Background: an optimization exercise with open tools, aiming at small area. Do not read the settings as production practice.
Only simulation tests tie the RTL to the original design; equivalence was not proved.
Power is estimated from default activity; no workload was simulated.

==> design.v <==
module reorder_buffer #(
  parameter int ROB_WIDTH = 4,
  parameter int DATA_W    = 32
) (
  input  logic                 clk,
  input  logic                 rst,
  input  logic                 in_assign_ena,
  input  logic [DATA_W-1:0]    in_inst,
  input  logic [4:0]           in_reg_rd,
  input  logic [DATA_W-1:0]    in_pc,
  input  logic                 in_predicted_taken,
  output logic [ROB_WIDTH-1:0] out_assigned_tag,
  output logic                 out_full,
  input  logic [ROB_WIDTH-1:0] in_query_tag1,
  input  logic [ROB_WIDTH-1:0] in_query_tag2,
  output logic                 out_query_tag1_ready,
  output logic                 out_query_tag2_ready,
  output logic [DATA_W-1:0]    out_query_ready_value1,
  output logic [DATA_W-1:0]    out_query_ready_value2,
  input  logic                 in_cdb_ena,
  input  logic [ROB_WIDTH-1:0] in_cdb_tag,
  input  logic [DATA_W-1:0]    in_cdb_value,
  input  logic                 in_cdb_taken,
  input  logic [DATA_W-1:0]    in_cdb_target,
  output logic                 out_commit_ena,
  output logic [4:0]           out_commit_rd,
  output logic [DATA_W-1:0]    out_commit_value,
  output logic [ROB_WIDTH-1:0] out_commit_tag,
  output logic                 out_store_commit_ena,
  output logic [ROB_WIDTH-1:0] out_store_commit_tag,
  output logic                 out_rollback,
  output logic [DATA_W-1:0]    out_correct_pc,
  output logic                 out_bp_update_ena,
  output logic [DATA_W-1:0]    out_bp_pc,
  output logic                 out_bp_taken
);
  localparam int N = (1 << ROB_WIDTH) - 1;
  typedef logic [ROB_WIDTH-1:0] tag_t;
  localparam logic [6:0] OP_STORE  = 7'b0100011;
  localparam logic [6:0] OP_BRANCH = 7'b1100011;
  localparam logic [6:0] OP_JALR   = 7'b1100111;
  tag_t              head_q, tail_q, count_q, prev_q;
  logic [N:1]        busy_q, ready_q;
  logic [DATA_W-1:0] val_q [1:N];
  logic [DATA_W-1:0] tgt_q [1:N];
  logic [DATA_W-1:0] a_q   [1:N];
  logic [N:1]        br_q, pr_q, tk_q;
  logic              commit_ena_q, store_ena_q, rollback_q, bp_ena_q, bp_taken_q, use_tgt_q;
  logic [N:1] head_oh, tail_oh, cdb_oh, q1_oh, q2_oh;
  logic [N:1] prev_oh;   
  always_comb begin
    for (int i = 1; i <= N; i++) begin
      head_oh[i] = (head_q == tag_t'(i));
      tail_oh[i] = (tail_q == tag_t'(i));
      cdb_oh[i]  = (in_cdb_tag == tag_t'(i));
      q1_oh[i]   = (in_query_tag1 == tag_t'(i));
      q2_oh[i]   = (in_query_tag2 == tag_t'(i));
    end
  end
  logic cdb_hit1, cdb_hit2;
  assign cdb_hit1 = in_cdb_ena && (in_cdb_tag == in_query_tag1);
  assign cdb_hit2 = in_cdb_ena && (in_cdb_tag == in_query_tag2);
  assign out_query_tag1_ready = |(q1_oh & (ready_q | (busy_q & {N{cdb_hit1}})));
  assign out_query_tag2_ready = |(q2_oh & (ready_q | (busy_q & {N{cdb_hit2}})));
  logic [DATA_W-1:0] q_val1, q_val2;
  logic [N:1][DATA_W-1:0] val_p;
  for (genvar i = 1; i <= N; i++) begin : g_valp
    assign val_p[i] = val_q[i];
  end
  rob_sel15 #(DATA_W) u_q1 (.sel(q1_oh), .d(val_p), .y(q_val1));
  rob_sel15 #(DATA_W) u_q2 (.sel(q2_oh), .d(val_p), .y(q_val2));
  assign out_query_ready_value1 = cdb_hit1 ? in_cdb_value : q_val1;
  assign out_query_ready_value2 = cdb_hit2 ? in_cdb_value : q_val2;
  logic [2:0] h_kind;    
  logic       h_br, h_pr, h_tk;
  always_comb begin
    h_kind = '0; h_br = 1'b0; h_pr = 1'b0; h_tk = 1'b0;
    for (int i = 1; i <= N; i++) begin
      if (head_oh[i]) begin
        h_kind |= a_q[i][7:5];
        h_br   |= br_q[i];
        h_pr   |= pr_q[i];
        h_tk   |= tk_q[i];
      end
    end
  end
  logic commit_fire, alloc_fire, rollback_fire, h_jalr;
  assign commit_fire   = |(head_oh & ready_q);
  assign alloc_fire    = in_assign_ena && (count_q != tag_t'(N));
  assign h_jalr        = !h_br && h_kind[1];
  assign rollback_fire = commit_fire && (h_jalr || (h_br && (h_tk != h_pr)));
  logic [6:0] op;
  logic       in_store, in_br, in_jalr;
  logic [DATA_W-1:0] a_in;
  assign op       = in_inst[6:0];
  assign in_store = (op == OP_STORE);
  assign in_br    = (op == OP_BRANCH);
  assign in_jalr  = (op == OP_JALR);
  assign a_in     = in_br ? in_pc
                          : {in_pc[DATA_W-1:8], !in_store && (in_reg_rd != 5'd0), in_jalr, in_store, in_reg_rd};
  logic [N:1] a_we, c_we;
  logic [DATA_W+1:0] a_nx [1:N];
  logic [2*DATA_W:0] c_nx [1:N];
  for (genvar i = 1; i <= N; i++) begin : g_row
    assign a_we[i] = alloc_fire && tail_oh[i];
    assign c_we[i] = in_cdb_ena && cdb_oh[i] && !(commit_fire && head_oh[i]);
    rob_hold #(DATA_W + 2) u_a (.we(a_we[i]), .hold(!a_we[i]), .d({a_in, in_br, in_predicted_taken}),
                                .q({a_q[i], br_q[i], pr_q[i]}), .y(a_nx[i]));
    rob_hold #(2 * DATA_W + 1) u_c (.we(c_we[i]), .hold(!c_we[i]),
                                    .d({in_cdb_value, in_cdb_target, in_cdb_taken}),
                                    .q({val_q[i], tgt_q[i], tk_q[i]}), .y(c_nx[i]));
  end
  always_ff @(posedge clk) begin
    for (int i = 1; i <= N; i++) begin
      {a_q[i], br_q[i], pr_q[i]}    <= a_nx[i];
      {val_q[i], tgt_q[i], tk_q[i]} <= c_nx[i];
    end
  end
  always_ff @(posedge clk) begin
    prev_q     <= head_q;
    prev_oh    <= head_oh;
    bp_taken_q <= h_tk;
    use_tgt_q  <= h_jalr || h_tk;
  end
  always_ff @(posedge clk or posedge rst) begin
    if (rst) begin
      head_q       <= tag_t'(1);
      tail_q       <= tag_t'(1);
      count_q      <= '0;
      busy_q       <= '0;
      ready_q      <= '0;
      commit_ena_q <= 1'b0;
      store_ena_q  <= 1'b0;
      rollback_q   <= 1'b0;
      bp_ena_q     <= 1'b0;
    end else begin
      commit_ena_q <= commit_fire && !h_br && h_kind[2];
      store_ena_q  <= commit_fire && !h_br && h_kind[0];
      bp_ena_q     <= commit_fire && h_br;
      rollback_q   <= rollback_fire;
      if (rollback_fire) begin
        head_q  <= tag_t'(1);
        tail_q  <= tag_t'(1);
        count_q <= '0;
        busy_q  <= '0;
        ready_q <= '0;
      end else begin
        for (int i = 1; i <= N; i++) begin
          if (commit_fire && head_oh[i]) begin
            busy_q[i]  <= 1'b0;
            ready_q[i] <= 1'b0;
          end else begin
            if (in_cdb_ena && cdb_oh[i] && busy_q[i]) ready_q[i] <= 1'b1;
            if (alloc_fire && tail_oh[i])             busy_q[i]  <= 1'b1;
          end
        end
        if (commit_fire) head_q <= (head_q == tag_t'(N)) ? tag_t'(1) : head_q + tag_t'(1);
        if (alloc_fire)  tail_q <= (tail_q == tag_t'(N)) ? tag_t'(1) : tail_q + tag_t'(1);
        count_q <= count_q + tag_t'(alloc_fire) - tag_t'(commit_fire);
      end
    end
  end
  logic [DATA_W-1:0] c_val, c_a, c_tgt;
  logic [N:1][3*DATA_W-1:0] c_p;
  for (genvar i = 1; i <= N; i++) begin : g_cp
    assign c_p[i] = {val_q[i], a_q[i], tgt_q[i]};
  end
  rob_sel15 #(3 * DATA_W) u_c (.sel(prev_oh), .d(c_p), .y({c_val, c_a, c_tgt}));
  assign out_assigned_tag     = tail_q;
  assign out_full             = count_q >= tag_t'(N - 1);
  assign out_commit_ena       = commit_ena_q;
  assign out_commit_rd        = c_a[4:0];
  assign out_commit_value     = c_val;
  assign out_commit_tag       = prev_q;
  assign out_store_commit_ena = store_ena_q;
  assign out_store_commit_tag = prev_q;
  assign out_rollback         = rollback_q;
  assign out_correct_pc       = use_tgt_q ? c_tgt : c_a + DATA_W'(4);
  assign out_bp_update_ena    = bp_ena_q;
  assign out_bp_pc            = c_a;
  assign out_bp_taken         = bp_taken_q;
endmodule
module rob_hold #(
  parameter int W = 32
) (
  input  logic         we,
  input  logic         hold,
  input  logic [W-1:0] d,
  input  logic [W-1:0] q,
  output logic [W-1:0] y
);
  assign y = ({W{we}} & d) | ({W{hold}} & q);
endmodule
module rob_sel15 #(
  parameter int W = 32
) (
  input  logic [15:1]        sel,
  input  logic [15:1][W-1:0] d,
  output logic [W-1:0]       y
);
  logic [W-1:0] g [5];
  for (genvar k = 0; k < 5; k++) begin : g_grp
    rob_aoi3 #(W) u_aoi (.s0(sel[3*k+1]), .s1(sel[3*k+2]), .s2(sel[3*k+3]),
                         .d0(d[3*k+1]), .d1(d[3*k+2]), .d2(d[3*k+3]), .y_n(g[k]));
  end
  assign y = ~(g[0] & g[1] & g[2] & g[3] & g[4]);
endmodule
module rob_aoi3 #(
  parameter int W = 32
) (
  input  logic         s0,
  input  logic         s1,
  input  logic         s2,
  input  logic [W-1:0] d0,
  input  logic [W-1:0] d1,
  input  logic [W-1:0] d2,
  output logic [W-1:0] y_n
);
  assign y_n = ~(({W{s0}} & d0) | ({W{s1}} & d1) | ({W{s2}} & d2));
endmodule
==> flow/run.sh <==
#!/bin/bash
# Standard ORFS layout (the standard.sh, standard synthesis unchanged) with two knobs:
#  - port buffers use a plain buffer cell instead of the default delay cell;
#  - CTS does not insert dummy loads.
set -euo pipefail
bash standard.sh \
  "BUFFER_PORTS_ARGS=-buffer_cell sky130_fd_sc_hd__buf_1" \
  "CTS_ARGS=-sink_clustering_enable -repair_clock_nets -sink_clustering_size 26 -sink_clustering_max_diameter 90 -buf_list sky130_fd_sc_hd__clkbuf_16 -dont_use_dummy_load" \
  finish > make.log 2>&1
==> standard.sh <==
#!/bin/bash
# synth_recipe.tcl (not shown) runs the flow's synth.tcl, then flattens the netlist and writes it again
# the make line also repeats each setting of config.mk as NAME=value (left out here)
make -C /OpenROAD-flow-scripts/flow DESIGN_CONFIG=/design/flow/config.mk WORK_HOME=/design/flow/orfs CLKGATE_MAP_FILE= SYNTH_SCRIPT=/design/flow/synth_recipe.tcl "${@:-finish}"
==> config.mk <==
export PLATFORM = sky130hd
export DESIGN_NAME = reorder_buffer
export DESIGN_NICKNAME = reorder_buffer
export VERILOG_FILES = /design/flow/design.v
export SDC_FILE = /design/flow/constraint.sdc
export NUM_CORES = 4
export LEC_CHECK = 0
export CAP_MARGIN = 5
export CORE_MARGIN = 2
export CORE_UTILIZATION = 60
export CTS_BUF_LIST = sky130_fd_sc_hd__clkbuf_16
export CTS_CLUSTER_DIAMETER = 90
export CTS_CLUSTER_SIZE = 26
export SETUP_SLACK_MARGIN = 0.1
export SLEW_MARGIN = 5
export SYNTH_HIERARCHICAL = 1
export SYNTH_MINIMUM_KEEP_SIZE = 0
==> constraint.sdc <==
create_clock -name core_clock -period 5.5 [get_ports {clk}]
set_input_delay 1.1000 -clock core_clock [delete_from_list [all_inputs] [get_ports {clk}]]
set_output_delay 1.1000 -clock core_clock [all_outputs]
set_load 0.01 [all_outputs]
==> summary.txt, run 1 <==
- Crit path max fanout: 27
- CTS sink cnt: ~1600
- HP Class: in2async
- Detail Route met3 WL: a little over 40000 µm
- Relative slew slack: 15.3%
- Gr usage total: 44.1%
- Setup ws final: 0.151 ns
- Total design power: 27.6 mW
- DRT met1 WL: between 90000 and 100000 µm
- Dpl ws: roughly 0.68 ns
- CTS Buffer Depth: 3
- Clk_skew: 0.0714 ns
- Most numerous cell in the Yosys netlist: dfxtp_1
- Fmax achieved: 187 MHz
- Critical Path Source: prev_oh[8]
- First-pass GRT wire length: 366000 µm
- Hold Vio Cnt, Final: 0
- Placed Cells: roughly 6800
- CTS tree: built
- Initial antenna violation count: 15
- Routed wire length: about 260000 µm
- Vias in the first global route: 52300
- P per Cell Area: approximately 420 mW/mm²
- Worst setup path category: reg2out
- Cts bufs inserted: 70
- Filler Cell Count: between 8000 and 9000
- RSZ-0062 raised after global routing: false
- Worst R2R End: val_q[12][29]
- Root Driver: clkbuf_16
- Mapped Avg Cell Area: between 10 and 15 µm²
- Vias per cell: around 8.3
- Flops & latches, synth: 1552
- DP Area: ~0.064 mm²
- First DRT Iteration DRCs: 13100
- Tmin final: roughly 5.3 ns
- GPL Wtd Cong: 0.940
- Switching power: between 8 and 9 mW
- Sequential share of power: about three fifths
- Final TNS setup: 0 ns
- Cell Int Power: just under 20 mW
- Routed Antenna Nets: 0
- DR pass1 iterations: 22
- Combinational power share: 17.8%
- Util after Layout: 61.7%
- Leakage: around 26 nW
- Post-detail-place hpwl: ~140000 µm
- Die area: about 0.11 mm²
- Post-Syn Area: 0.0646 mm²
- R2r setup slk: 0.87 ns
- Share of layout cells above drive strength 1: 8.55%
- Synth area leader: dfxtp_1
- Total core area: 0.107 mm²
- Clock latency (worst-skew pair): around 0.7 ns
- Arrival time worst endpoint: 4.25 ns
- Worst Max-Slew Pin Slew: 1.26 ns
- Ports: roughly 340
- # rows: 120
- Synth unique cells: 67
- H-tree depth: 3
- Synth Flop Type: dfxtp_1
- DRC: 0
- Cts hold-fix bufs: 0
- Layout area overhead: 2.15%
- Worst r2r path cells: 11
- Sequential area share after synthesis: between 40% and 50%
- Die Wd: 332 µm
- CTS clock-pin slew for the worst setup and hold paths: 0.10 ns
- Final Cell Area: 0.0660 mm²
- # nets final: 5620
- Hold_ws: between 0.2 and 0.3 ns
- Initial Util: approximately three fifths
- Slew Viols, Final: 0
- Grt ovf: 0
- Wire per inst: 38.0 µm
- Top routing layer used: met5
- Final period utilization: between 90% and 100%
- Dominant cells by area after synthesis: dfxtp_1 47%, a22o_1 20%, a222oi_1 12%
- CP startpoint kind: flip-flop
- DR vias: 57100
- Count of non-filler cells in the finished layout: 6864
- Synth Instances: 5533
- Post-synth EDFFs: 0
- Max rail drop VDD: about 320 µV
- Ys Warns: 19
- Syn nets: 5699
- Port buffer count: a little over 300
- Met2 WL post-DR: ~110000 µm
- Status: timing/DRC/antenna clean
- Synth top cells by count: 1506 x dfxtp_1, 1497 x a22o_1, 805 x a222oi_1, 365 x buf_6, 194 x nand3_1
- Die height: 332 µm
- RR Startpoint: head_q[0]
- Critical Path End Type: output pin
- Clock share of power: 21.4%
- Largest net degree at the start of global routing: 66
- Sw Share: between 20% and 30%
- WP data required: 4.40 ns
- Synth top area share: 46.7%
- Max cap viols: 0
- Post-synth ARST share: 2.96%
- Setup violators final: 0
## repair_timing
action                                  CTS  global route
buffers inserted                          0            16
endpoints found under the setup margin    4            10
resized for setup                         1             2
endpoints found under the hold margin     0             0
## flip-flops by register name (all words and copies together) (netlist names)
signal and flops:
count_q 4, ready_q 15, prev_q 4, store_ena_q 1
tgt_q 480, bp_ena_q 1, prev_oh 15, head_q 4
use_tgt_q 1, tk_q 15, a_q 480, busy_q 15
rollback_q 1, commit_ena_q 1, pr_q 15, tail_q 4
val_q 480, bp_taken_q 1, br_q 15
## placed cells by master, fill, tap and decap left out, types with 6 or more instances in the layout
cell type,count
mux2_2,79
a31oi_1,9
a21oi_1,45
a222oi_1,805
clkbuf_16,71
nand3_1,184
dfxtp_1,1490
a211oi_2,12
nor2_4,19
a211oi_1,19
a221o_1,6
a22o_1,1497
a221oi_1,8
buf_1,310
nor3_2,14
o21ai_0,43
mux2i_1,10
nand3_2,11
and3_1,166
nand2b_1,17
xnor2_1,18
dfxtp_4,15
nand2_1,67
buf_12,25
xor2_1,19
inv_1,29
a22oi_1,17
dfrtp_1,44
nand4_1,8
ha_1,14
buf_4,160
nor2b_1,10
nor2_1,53
and2_1,27
nor3_1,12
inv_2,10
clkinv_2,15
diode_2,9
nand2b_4,11
## cells by family (layout without fill, tap and decap cells)
kind of cell | count (synthesis) | in the layout | synth area share (%)
AOI/OAI and AO/OA | 2497 | 2497 | 34.9
DFF | 1552 | 1552 | 48.5
buffers and inverters | 713 | 632 | 9.09
and+or+nand+nor | 626 | 626 | 5.11
muxes | 93 | 93 | 1.65
xor gates and xnor gates | 37 | 37 | 0.502
adders and majority gates | 15 | 15 | 0.302
other | 0 | 9 | 0
## worst max-delay path by stage
stage / to / slack (ns) / depth (start not counted)
after floorplan: out_query_ready_value1[10] / 1.41 / 6
after global placement: out_correct_pc[31] / 0.75 / 10
after detailed placement: out_correct_pc[31] / 0.68 / 10
after CTS: out_correct_pc[21] / 0.12 / 9
after global routing: out_correct_pc[31] / 0.12 / 10
final: out_correct_pc[31] / 0.15 / 11
## layout make-up
class / count / area [µm²] / share of cell area (%)
clock buffers: 70 / 1750 / 2.66
inverters: 59 / 240 / 0.364
diodes: 9 / 22.5 / 0.0341
well taps: 1403 / 1760 / 2.66
flip-flops and latches: 1552 / 31400 / 47.5
repair buffers: 503 / 3030 / 4.60
multi-input cells: 3268 / 27800 / 42.1
## layer usage
metal / GRT usage (%) / vias up
met5: 0 / -
met4: 22.0 / 12
met3: 13.1 / 1080
met2: 62.5 / 5261
met1: 60.8 / 27800
li1: - / 23000
## power by group through the flow
stage          registers [mW]  clock network (mW)  logic, mW
2_1_floorplan            16.3                   0       3.88
3_3_place_gp             16.8                   0       4.62
3_5_place_dp             16.9                   0       4.81
4_1_cts                  16.7                5.91       4.82
5_1_grt                  17.1                6.25       5.30
6_report                 16.8                5.91       4.92
## worst max-delay path, cell delays in order, from the launching register on
cell	delay [ns]
dfxtp_4	0.56
buf_4	0.55
a222oi_1	0.20
and3_1	0.24
nand3_1	0.38
and3_1	0.27
and2_1	0.18
and4_1	0.23
nand3_1	0.09
xor2_1	0.17
o21ai_0	0.45
buf_1	0.20
==> inputs of run 2 (changes only) <==
==> flow/run.sh (replaced) <==
#!/bin/bash
# Standard ORFS layout (the standard.sh, standard synthesis unchanged) with three knobs:
#  - port buffers use a plain buffer cell instead of the default delay cell;
#  - CTS does not insert dummy loads;
#  - after global routing, gates on paths with slack are downsized (RECOVER_POWER).
set -euo pipefail
bash standard.sh \
  "BUFFER_PORTS_ARGS=-buffer_cell sky130_fd_sc_hd__buf_1" \
  "CTS_ARGS=-sink_clustering_enable -repair_clock_nets -sink_clustering_size 26 -sink_clustering_max_diameter 90 -buf_list sky130_fd_sc_hd__clkbuf_16 -dont_use_dummy_load" \
  "RECOVER_POWER=100" \
  finish > make.log 2>&1
==> summary.txt, run 2 <==
- Synth area leader: dfxtp_1
- Critical Path End Type: output pin
- Clock latency (worst-skew pair): 0.71 ns
- DR vias: 57100
- Worst setup path category: reg2out
- Hold Vio Cnt, Final: 0
- Crit-path max cell delay: 1.43 ns
- Setup ws final: -0.00750 ns
- Die area: 0.110 mm²
- Crit path max fanout: 48
- Initial Util: 60.4%
- Post-Synth XOR/XNOR Area: less than 1%
- Synth Area in Compound Gates: 34.9%
- CTS clock-pin slew for the worst setup and hold paths: 0.11 ns
- Syn nets: 5699
- RSZ-0062 raised after global routing: false
- HP Class: in2async
- Largest family of logic cells by synthesized area: compound AO/OA/AOI/OAI gates
- Failed Checks: max-capacitance violations, max-slew violations, negative setup slack
- Dpl ws: 0.679 ns
- Post-synthesis mux area share: about 1.7%
- Largest net degree at the start of global routing: 66
- Sequential share of power: 60.9%
- Die height: 332 µm
- Area share of fa/ha/maj cells after synthesis: less than 1%
- Filler Cell Count: 8892
- Port buffer count: 310
- Share of layout cells above drive strength 1: under 10%
- Synth Instances: 5533
- Leakage: 26.0 nW
- Post-synth ARST share: under 10%
- Vias in the first global route: 52300
- Simple-Gate Fraction of Synth Area: 5.11%
- Fmax achieved: 182 MHz
- Synth top area share: approximately 47%
- Final TNS setup: -0.00750 ns
- CTS tree: built
- Synth Flop Type: dfxtp_1
- Ports: approximately 340
- Switching power: between 8 and 9 mW
- Post-detail-place hpwl: 141000 µm
- DRC: 0
- Die Wd: 332 µm
- Initial antenna violation count: 15
- CP cell instances: buf_16 -> buf_2 -> a222oi_1 -> and3_1 -> nand3_1 -> nand2_1 -> o21ai_0 -> buf_1
- Synth unique cells: 67
- Met2 WL post-DR: 105000 µm
- Wire per inst: approximately 38 µm
- Grt ovf: 0
- Detail Route met3 WL: 41400 µm
- Mapped Avg Cell Area: between 10 and 15 µm²
- Register Area: 0.0314 mm²
- Setup violators final: 1
- Post-Syn Area: 0.0646 mm²
- Dominant cells by area after synthesis: dfxtp_1 47%, a22o_1 20%, a222oi_1 12%
- Max cap viols: 23
- Total design power: 27.6 mW
- Synth top cells by count: 1506 x dfxtp_1, 1497 x a22o_1, 805 x a222oi_1, 365 x buf_6, 194 x nand3_1
- Ys Warns: 19
- Combinational power share: 17.7%
- GPL Wtd Cong: 0.940
- Top routing layer used: met5
- Max rail drop VDD: 322 µV
- Util after Layout: 61.3%
- Post-synth EDFFs: 0
- DP Area: approximately 0.064 mm²
- First DRT Iteration DRCs: between 10000 and 15000
- Slowest CP cell: buf_2
- CTS Buffer Depth: 3
- Gr usage total: 44.1%
- Commonest non-fill, non-tap cells in the layout: 1497 x a22o_1, 1490 x dfxtp_1, 805 x a222oi_1
- Sw Share: between 20 and 30%
- Tmin final: 5.51 ns
- Cts bufs inserted: 70
- CTS sink cnt: roughly 1600
- WP data required: 4.40 ns
- P per Cell Area: 421 mW/mm²
- First-pass GRT wire length: 366000 µm
- Clock share of power: 21.4%
- Clk_skew: 0.0660 ns
- Vias per cell: 8.33
- Placed Cells: a little under 7000
- Most numerous cell in the Yosys netlist: dfxtp_1
- # rows: 120
- Layout area overhead: 1.53%
- Worst Max-Slew Pin Slew: 2.65 ns
- Routed Antenna Nets: 0
- Total core area: ~0.11 mm²
- Final Cell Area: approximately 0.066 mm²
- Status: finished with violations
- DR pass1 iterations: 15
- Count of non-filler cells in the finished layout: between 6000 and 7000
- Arrival time worst endpoint: 4.41 ns
- Slew Viols, Final: 884
- Sequential area share after synthesis: 48.5%
- Commonest non-fill, non-tap cell in the layout: a22o_1
- Relative slew slack: -76.9%
- DRT met1 WL: 98300 µm
- Hold_ws: approximately 0.27 ns
- Routed wire length: approximately 260000 µm
- H-tree depth: 3
- Final period utilization: 100%
- Cts hold-fix bufs: 0
- Flops & latches, synth: ~1600
- CP startpoint kind: flip-flop
- Root Driver: clkbuf_16
- Cell Int Power: 19.5 mW
- Multi-input gate area: 0.0276 mm²
- # nets final: 5620
## run 2: cell counts after synthesis
Identical to the previous run, type by type.
## run 2: layout make-up
| class | instances | share of cell area (%) |
|---|---|---|
| diodes | 6 | 0.0229 |
| clock buffers | 70 | 2.67 |
| inverters | 59 | 0.357 |
| multi-input cells | 3268 | 42.2 |
| flip-flops and latches | 1552 | 47.8 |
| well taps | 1403 | 2.68 |
| repair buffers | 503 | 4.27 |
## run 2: worst paths after layout
path / from / end / slack, ns / cells past startpoint
min in group core_clock: tgt_q[9][30] / tgt_q[9][30] / 0.48 / 1
hold / removal: rst / rollback_q / 0.27 / 2
hold reg to reg: tgt_q[9][30] / tgt_q[9][30] / 0.48 / 1
max in group asynchronous: rst / ready_q[2] / 2.43 / 3
setup / recovery: prev_oh[7] / out_correct_pc[10] / -0.007 / 8
setup reg to reg: head_q[3] / val_q[7][30] / 0.04 / 10
## run 2: kinds of logic after synthesis
kind of cell,Yosys count
AOI/OAI and AO/OA,2497
adders and majority gates,15
buffers and inverters,713
xor gates and xnor gates,37
muxes,93
DFF,1552
and+or+nand+nor,626
## run 2: worst max-delay path: cells and delay by family, from the launching register on
| family | cells | cell delay (ns) |
|---|---|---|
| buffers and inverters | 3 | 1.86 |
| AND/OR/NAND/NOR | 3 | 0.73 |
| flip-flops | 1 | 0.59 |
| AO/OA/AOI/OAI | 2 | 0.50 |
## run 2: what timing repair did
item,in CTS,in global routing
gates resized for setup,1,2
endpoints found under the setup margin,4,10
setup buffers,0,16
## run 2: power by group through the flow
stage | clock network, mW | logic (mW) | registers, mW
after floorplan | 0 | 3.88 | 16.3
after global placement | 0 | 4.62 | 16.8
after detailed placement | 0 | 4.81 | 16.9
after CTS | 5.91 | 4.82 | 16.7
after global routing | 6.25 | 5.26 | 17.1
final | 5.90 | 4.88 | 16.8
## run 2: layer usage
layer | up-vias | track usage [%]
met5 | - | 0
met4 | 20 | 22.0
met3 | 1093 | 13.1
met2 | 5297 | 62.5
met1 | 27800 | 60.8
li1 | 23000 | -
==> inputs of run 3 (changes only) <==
--- a/design.v
+++ b/design.v
@@ -72,20 +72,14 @@
   assign out_query_ready_value1 = cdb_hit1 ? in_cdb_value : q_val1;
   assign out_query_ready_value2 = cdb_hit2 ? in_cdb_value : q_val2;
   logic [2:0] h_kind;    
-  logic       h_br, h_pr, h_tk;
-  always_comb begin
-    h_kind = '0; h_br = 1'b0; h_pr = 1'b0; h_tk = 1'b0;
-    for (int i = 1; i <= N; i++) begin
-      if (head_oh[i]) begin
-        h_kind |= a_q[i][7:5];
-        h_br   |= br_q[i];
-        h_pr   |= pr_q[i];
-        h_tk   |= tk_q[i];
-      end
-    end
-  end
+  logic       h_br, h_pr, h_tk, h_rdy;
+  logic [N:1][6:0] h_p;
+  for (genvar i = 1; i <= N; i++) begin : g_hp
+    assign h_p[i] = {a_q[i][7:5], br_q[i], pr_q[i], tk_q[i], ready_q[i]};
+  end
+  rob_sel15 #(7) u_h (.sel(head_oh), .d(h_p), .y({h_kind, h_br, h_pr, h_tk, h_rdy}));
   logic commit_fire, alloc_fire, rollback_fire, h_jalr;
-  assign commit_fire   = |(head_oh & ready_q);
+  assign commit_fire   = h_rdy;
   assign alloc_fire    = in_assign_ena && (count_q != tag_t'(N));
   assign h_jalr        = !h_br && h_kind[1];
   assign rollback_fire = commit_fire && (h_jalr || (h_br && (h_tk != h_pr)));
==> flow/run.sh (replaced) <==
#!/bin/bash
# Standard ORFS layout (the standard.sh, standard synthesis unchanged) with two knobs:
#  - port buffers use a plain buffer cell instead of the default delay cell;
#  - CTS does not insert dummy loads.
set -euo pipefail
bash standard.sh \
  "BUFFER_PORTS_ARGS=-buffer_cell sky130_fd_sc_hd__buf_1" \
  "CTS_ARGS=-sink_clustering_enable -repair_clock_nets -sink_clustering_size 26 -sink_clustering_max_diameter 90 -buf_list sky130_fd_sc_hd__clkbuf_16 -dont_use_dummy_load" \
  finish > make.log 2>&1
==> summary.txt, run 3 <==
- Max rail drop VDD: 346 µV
- Post-synth EDFFs: 0
- Commonest non-fill, non-tap cell in the layout: dfxtp_1
- CP startpoint kind: input pin
- Layout area overhead: 2.08%
- Clock latency (worst-skew pair): approximately 0.72 ns
- DRC: 0
- Ys Warns: 21
- Gr usage total: 44.4%
- Leakage: 26.1 nW
- Final period utilization: 97.6%
- First-pass GRT wire length: 363000 µm
- Commonest non-fill, non-tap cells in the layout: 1490 x dfxtp_1, 1486 x a22o_1, 835 x a222oi_1
- HP Start: head_q[0]
- Setup violators final: 0
- Synth Flop Type: dfxtp_1
- Hold Path End: prev_q[0]
- Fmax achieved: 186 MHz
- Filler Cell Count: 8637
- Arrival time worst endpoint: 4.27 ns
- P per Cell Area: 418 mW/mm²
- DR pass1 iterations: 17
- R2r setup slk: approximately 1.1 ns
- Die height: roughly 330 µm
- First DRT Iteration DRCs: 12800
- Grt ovf: 0
- Status: timing/DRC/antenna clean
- Tmin final: approximately 5.4 ns
- Die area: 0.109 mm²
- Switching power: 7.92 mW
- Initial antenna violation count: 15
- DR vias: about 56000
- Clock share of power: 21.6%
- CTS Buffer Depth: 3
- WP data required: 4.40 ns
- RSZ-0062 raised after global routing: false
- Cts bufs inserted: 70
- Routed Antenna Nets: 0
- Port buffer count: 310
- Share of layout cells above drive strength 1: 7.84%
- Post-synth ARST share: roughly 3%
- Total core area: 0.106 mm²
- Post-Syn Area: about 0.064 mm²
- Most numerous cell in the Yosys netlist: dfxtp_1
- Worst R2R End: val_q[11][13]
- Sequential area share after synthesis: 48.9%
- RR Startpoint: head_q[2]
- Sw Share: 29.0%
- Multi-input gate area: 0.0273 mm²
- Routed wire length: between 200000 and 300000 µm
- # rows: 119
- Synth unique cells: 60
- Worst Max-Slew Pin Slew: 1.44 ns
- Synth top cells by count: 1506 x dfxtp_1, 1486 x a22o_1, 835 x a222oi_1, 361 x buf_6, 192 x nand3_1
- H-tree depth: 3
- Synth Instances: 5455
- HP Class: reg2reg
- Synth area leader: dfxtp_1
- Register Area: 0.0314 mm²
- Relative slew slack: between 3 and 4%
- Slew Viols, Final: 0
- Worst setup path category: in2out
- CTS clock-pin slew for the worst setup and hold paths: 0.08 ns
- Worst hold stages: 0
- Syn nets: around 5600
- Largest net degree at the start of global routing: 66
- Combinational power share: 17.5%
- # nets final: 5537
- Clk_skew: 0.0746 ns
- Post-detail-place hpwl: 137000 µm
- Dominant cells by area after synthesis: dfxtp_1 47%, a22o_1 20%, a222oi_1 13%
- Crit path max fanout: 32
- CTS sink cnt: 1552
- CTS tree: built
- Mapped Avg Cell Area: 11.7 µm²
- Vias in the first global route: 52500
- Vias per cell: 8.34
- Cell Int Power: 19.4 mW
- GPL Wtd Cong: 0.971
- Flops & latches, synth: 1552
- Final TNS setup: 0 ns
- Initial Util: 60.6%
- Critical Path End Type: output pin
- Max cap viols: 0
- Die Wd: around 330 µm
- Ports: 336
- Hold_ws: between 0.4 and 0.5 ns
- Sequential share of power: 60.9%
- Synth top area share: 47.1%
- Worst r2r path cells: 11
- Root Driver: clkbuf_16
- Hold Vio Cnt, Final: 0
- Wire per inst: 37.7 µm
==> run 3: power by group through the flow <==
stage | clock network (mW) | registers (mW) | logic [mW]
6_report | 5.90 | 16.6 | 4.78
5_1_grt | 6.24 | 17.0 | 5.15
4_1_cts | 5.87 | 16.5 | 4.67
3_5_place_dp | 0 | 16.7 | 4.66
3_3_place_gp | 0 | 16.7 | 4.49
2_1_floorplan | 0 | 16.2 | 3.75
==> run 3: timing repair <==
action,4_1_cts,5_1_grt
endpoints found under the hold margin,0,0
endpoints found under the setup margin,8,20
resized for setup,0,1
buffers inserted,5,7
hold buffers,0,0
==> run 3: layer usage <==
| layer | global-route usage [%] | routed length, µm |
|---|---|---|
| met1 | 58.1 | 93500 |
| met2 | 65.2 | 105000 |
| met3 | 14.1 | 39200 |
| met4 | 24.2 | 17300 |
| met5 | 0 | 102 |
==> run 3: critical path, stage by stage <==
cell and delay, ns:
buf_1 0.38, nand2_1 0.38, nor2_4 1.19, a222oi_1 0.34, and3_1 0.31, nand3_1 0.12
mux2_2 0.22, buf_1 0.19
==> run 3: cell families (layout without fill, tap and decap cells) <==
group / after synthesis / in the layout / share of synthesized area (%)
fa+ha+maj: 15 / 15 / 0.305
simple gates: 604 / 604 / 5.05
compound gates: 2454 / 2454 / 34.6
xor+xnor: 43 / 43 / 0.589
mux: 84 / 84 / 1.50
flops: 1552 / 1552 / 48.9
buf+inv: 703 / 617 / 9.05
other cells: 0 / 7 / 0
==> run 3: how the worst max path moves through the flow <==
stage	startpoint	endpoint	slack, ns	depth (start not counted)
after floorplan	in_query_tag2[3]	out_query_ready_value2[10]	1.43	9
after global placement	in_query_tag1[0]	out_query_ready_value1[7]	0.48	8
after detailed placement	in_query_tag1[0]	out_query_ready_value1[7]	0.48	8
after CTS	prev_oh[4]	out_correct_pc[26]	0.10	10
after global routing	prev_oh[6]	out_correct_pc[25]	0.17	9
final	in_query_tag1[0]	out_query_ready_value1[7]	0.13	8
==> run 3: final cells by class <==
type	count	area share (%)
sequential	1552	48.0
clock buffer	70	2.68
inverter	68	0.420
multi-input combinational	3200	41.9
tap	1391	2.66
antenna	7	0.0268
timing repair buffer	479	4.34
==> run 3: per-stage QoR <==
step	cell area [µm²]	utilization, %	cells	setup WS [ns]	total power, mW
finish	65300	61.9	6767	0.132	27.3
global route	65300	61.9	6766	0.173	28.4
CTS	65200	61.7	6753	0.103	27.1
detailed placement	63300	60.0	6678	0.479	21.4
global placement	63300	60.0	6678	0.483	21.2
floorplan	64000	-	5455	1.43	20.0
==> inputs of run 4 (changes only) <==
--- a/config.mk
+++ b/config.mk
@@ -7,7 +7,7 @@
 export LEC_CHECK = 0
 export CAP_MARGIN = 5
 export CORE_MARGIN = 2
-export CORE_UTILIZATION = 60
+export CORE_UTILIZATION = 66
 export CTS_BUF_LIST = sky130_fd_sc_hd__clkbuf_16
 export CTS_CLUSTER_DIAMETER = 90
 export CTS_CLUSTER_SIZE = 26
==> summary.txt, run 4 <==
- Status: finished with violations
- Failed Checks: max-capacitance violations, max-slew violations
- H-tree depth: 3
- Setup bufs post-CTS: 0
- Mapped Avg Cell Area: 11.7 µm²
- First-pass GRT wire length: 356000 µm
- Synth unique cells: 60
- Max rail drop VDD: 332 µV
- Ys Warns: 21
- Port buffer count: 310
- Die area: 0.0995 mm²
- Vias per cell: 8.52
- Synth top cells by count: 1506 x dfxtp_1, 1486 x a22o_1, 835 x a222oi_1, 361 x buf_6, 192 x nand3_1
- Post-Syn Area: around 0.064 mm²
- Filler Cell Count: between 7000 and 8000
- CTS Buffer Depth: 3
- Vias in the first global route: about 52000
- Largest net degree at the start of global routing: 66
- P per Cell Area: roughly 420 mW/mm²
- DR vias: 56700
- DR pass1 iterations: 17
- Fmax achieved: 185 MHz
- Register Area: 0.0314 mm²
- Setup violators final: 0
- Commonest non-fill, non-tap cell in the layout: dfxtp_1
- Initial antenna violation count: 26
- Layout area overhead: 1.56%
- Crit path max fanout: 45
- Gr usage total: between 40% and 50%
- HP Class: reg2reg
- Clk_skew: 0.0781 ns
- # nets final: 5526
- Sequential area share after synthesis: around half
- Grt ovf: 0
- DRC: 0
- Synth Instances: 5455
- Die Wd: 315 µm
- Arrival time worst endpoint: 4.30 ns
- Worst Max-Slew Pin Slew: 1.53 ns
- Multi-input gate area: 0.0273 mm²
- CP cell instances: buf_4 -> buf_4 -> a222oi_1 -> and3_1 -> nand3_1 -> nand2_1 -> o21ai_0 -> buf_1
- Slowest CP cell: buf_4
- Die height: 315 µm
- Hold Vio Cnt, Final: 0
- Cts bufs inserted: 70
- GPL Wtd Cong: 0.974
- Synth top area share: 47.1%
- Final TNS setup: 0 ns
- Routed Antenna Nets: 0
- Most numerous cell in the Yosys netlist: dfxtp_1
- Relative slew slack: -2.23%
- Post-synth ARST share: 2.96%
- Max cap viols: 2
- Syn nets: 5621
- Slew Viols, Final: 33
- Leakage: 26.0 nW
- Ports: approximately 340
- Initial Util: 66.4%
- Routed wire length: 247000 µm
- Wire per inst: 37.2 µm
- RSZ-0062 raised after global routing: false
- Critical Path End Type: output pin
- Synth area leader: dfxtp_1
- Worst setup path category: reg2out
- Total core area: between 0.09 and 0.1 mm²
- Total design power: 27.3 mW
- Post-detail-place hpwl: ~130000 µm
- Clock latency (worst-skew pair): 0.71 ns
- Root Driver: clkbuf_16
- Commonest non-fill, non-tap cells in the layout: 1490 x dfxtp_1, 1486 x a22o_1, 835 x a222oi_1
- Post-synth EDFFs: 0
- CTS tree: built
- CTS clock-pin slew for the worst setup and hold paths: 0.10 ns
- First DRT Iteration DRCs: 13900
- Tmin final: 5.40 ns
- Share of layout cells above drive strength 1: ~7.6%
- Synth Flop Type: dfxtp_1
- # rows: 114
- Cts hold-fix bufs: 0
- Crit-path max cell delay: ~0.84 ns
- Dominant cells by area after synthesis: dfxtp_1 47%, a22o_1 20%, a222oi_1 13%
- CP startpoint kind: flip-flop
- Final period utilization: 98.1%
- Critical Path Most Common Cell: buf_4
- WP data required: 4.40 ns
- Flops & latches, synth: 1552
- CTS sink cnt: 1552
==> run 4: cells by family (layout without fill, tap and decap cells) <==
kind of cell    count (synthesis)  count (layout)  share of synthesized area [%]
flops                        1552            1552                           48.9
simple gates                  604             604                           5.05
mux                            84              84                           1.50
buf+inv                       703             606                           9.05
fa+ha+maj                      15              15                          0.305
other cells                     0              15                              0
xor+xnor                       43              43                          0.589
compound gates               2454            2454                           34.6
==> run 4: area by class of cell <==
class	count	share of cell area (%)
sequential	1552	48.3
multi-input combinational	3200	42.1
timing repair buffer	468	4.05
clock buffer	70	2.70
tap	1276	2.46
inverter	68	0.422
antenna	15	0.0578
==> run 4: critical path, delay by kind of cell, from the launching register on <==
family          cells  cell delay [ns]
buf+inv             3             1.55
compound gates      2             0.67
simple gates        3             0.60
flops               1             0.70
==> run 4: path summary, 6_finish.rpt <==
check                           startpoint                 to  slack (ns)  depth (start not counted)
worst max register to register   head_q[2]      tgt_q[15][31]        1.10                         11
worst min-delay path             head_q[0]          prev_q[0]        0.46                          0
worst max-delay path            prev_oh[7]  out_correct_pc[7]        0.10                          8
min in group asynchronous              rst         ready_q[5]        0.61                          2
worst min register to register   head_q[0]          prev_q[0]        0.46                          0
max in group asynchronous              rst        ready_q[12]        4.22                          2
==> run 4: through the flow <==
stage | util (%) | std cells | instance area (µm²) | hold WS [ns] | worst slack, ns
5_1_grt | 67.4 | 6643 | 65000 | 0.472 | 0.178
6_report | 67.4 | 6649 | 65000 | 0.460 | 0.104
4_1_cts | 67.3 | 6634 | 64900 | 0.458 | 0.115
2_1_floorplan | - | 5455 | 64000 | 0.371 | 1.43
3_3_place_gp | 65.5 | 6564 | 63200 | 0.444 | 0.583
3_5_place_dp | 65.5 | 6564 | 63200 | 0.445 | 0.556
==> run 4: per-layer routing <==
layer  track usage (%)  vias up  share of wire, %
met2              67.1     5391                40
met1              62.2    27300                36
met5              1.18        -              0.13
met3              17.2     1310                16
met4              27.1       28               7.5
li1                  -    22700                 -
==> run 4: power breakdown <==
part           leakage (nW)  internal [mW]  switching (mW)  total (mW)
clock                 0.863           2.30            3.57        5.87
combinational          12.1           2.62            2.15        4.77
sequential             13.1           14.5            2.18        16.7
==> run 4: what timing repair did <==
action / 4_1_cts / 5_1_grt
cloned: 0 / 0
gates resized for setup: 1 / 2
setup endpoints to repair: 1 / 5
pin swaps: 0 / 0

what the ideal ports hide:
No port has a modelled driver above. Below, the same layouts with a new extraction and two added sets of constraints.
Step 1 assumes that a clkbuf_16 drives the clock port and a buf_2 every other input.
Step 2 also shifts input and output timing later by t, the mid clock arrival at the registers, as if the neighbouring blocks saw the same clock.
Three values: ideal ports, drivers, drivers and shift; two values: the first two.
run | t, ns | setup slack, ns | worst setup path at the end | worst register clock-pin slew, ns | cell pins on the clock port's net
run 1 | 0.757 | 0.151 / 0.070 / 0.422 | input to output | 0.11 / 0.11 | 1
run 2 | 0.758 | -0.007 / -0.088 / -0.222 | input to register | 0.11 / 0.11 | 1
run 3 | 0.762 | 0.132 / 0.043 / 0.043 | input to output | 0.11 / 0.11 | 1
run 4 | 0.751 | 0.104 / 0.029 / 0.112 | input to output | 0.11 / 0.11 | 1
The setup slack of run 2, which loses most, moves by -0.081 ns with the drivers and by -0.215 ns with both steps.
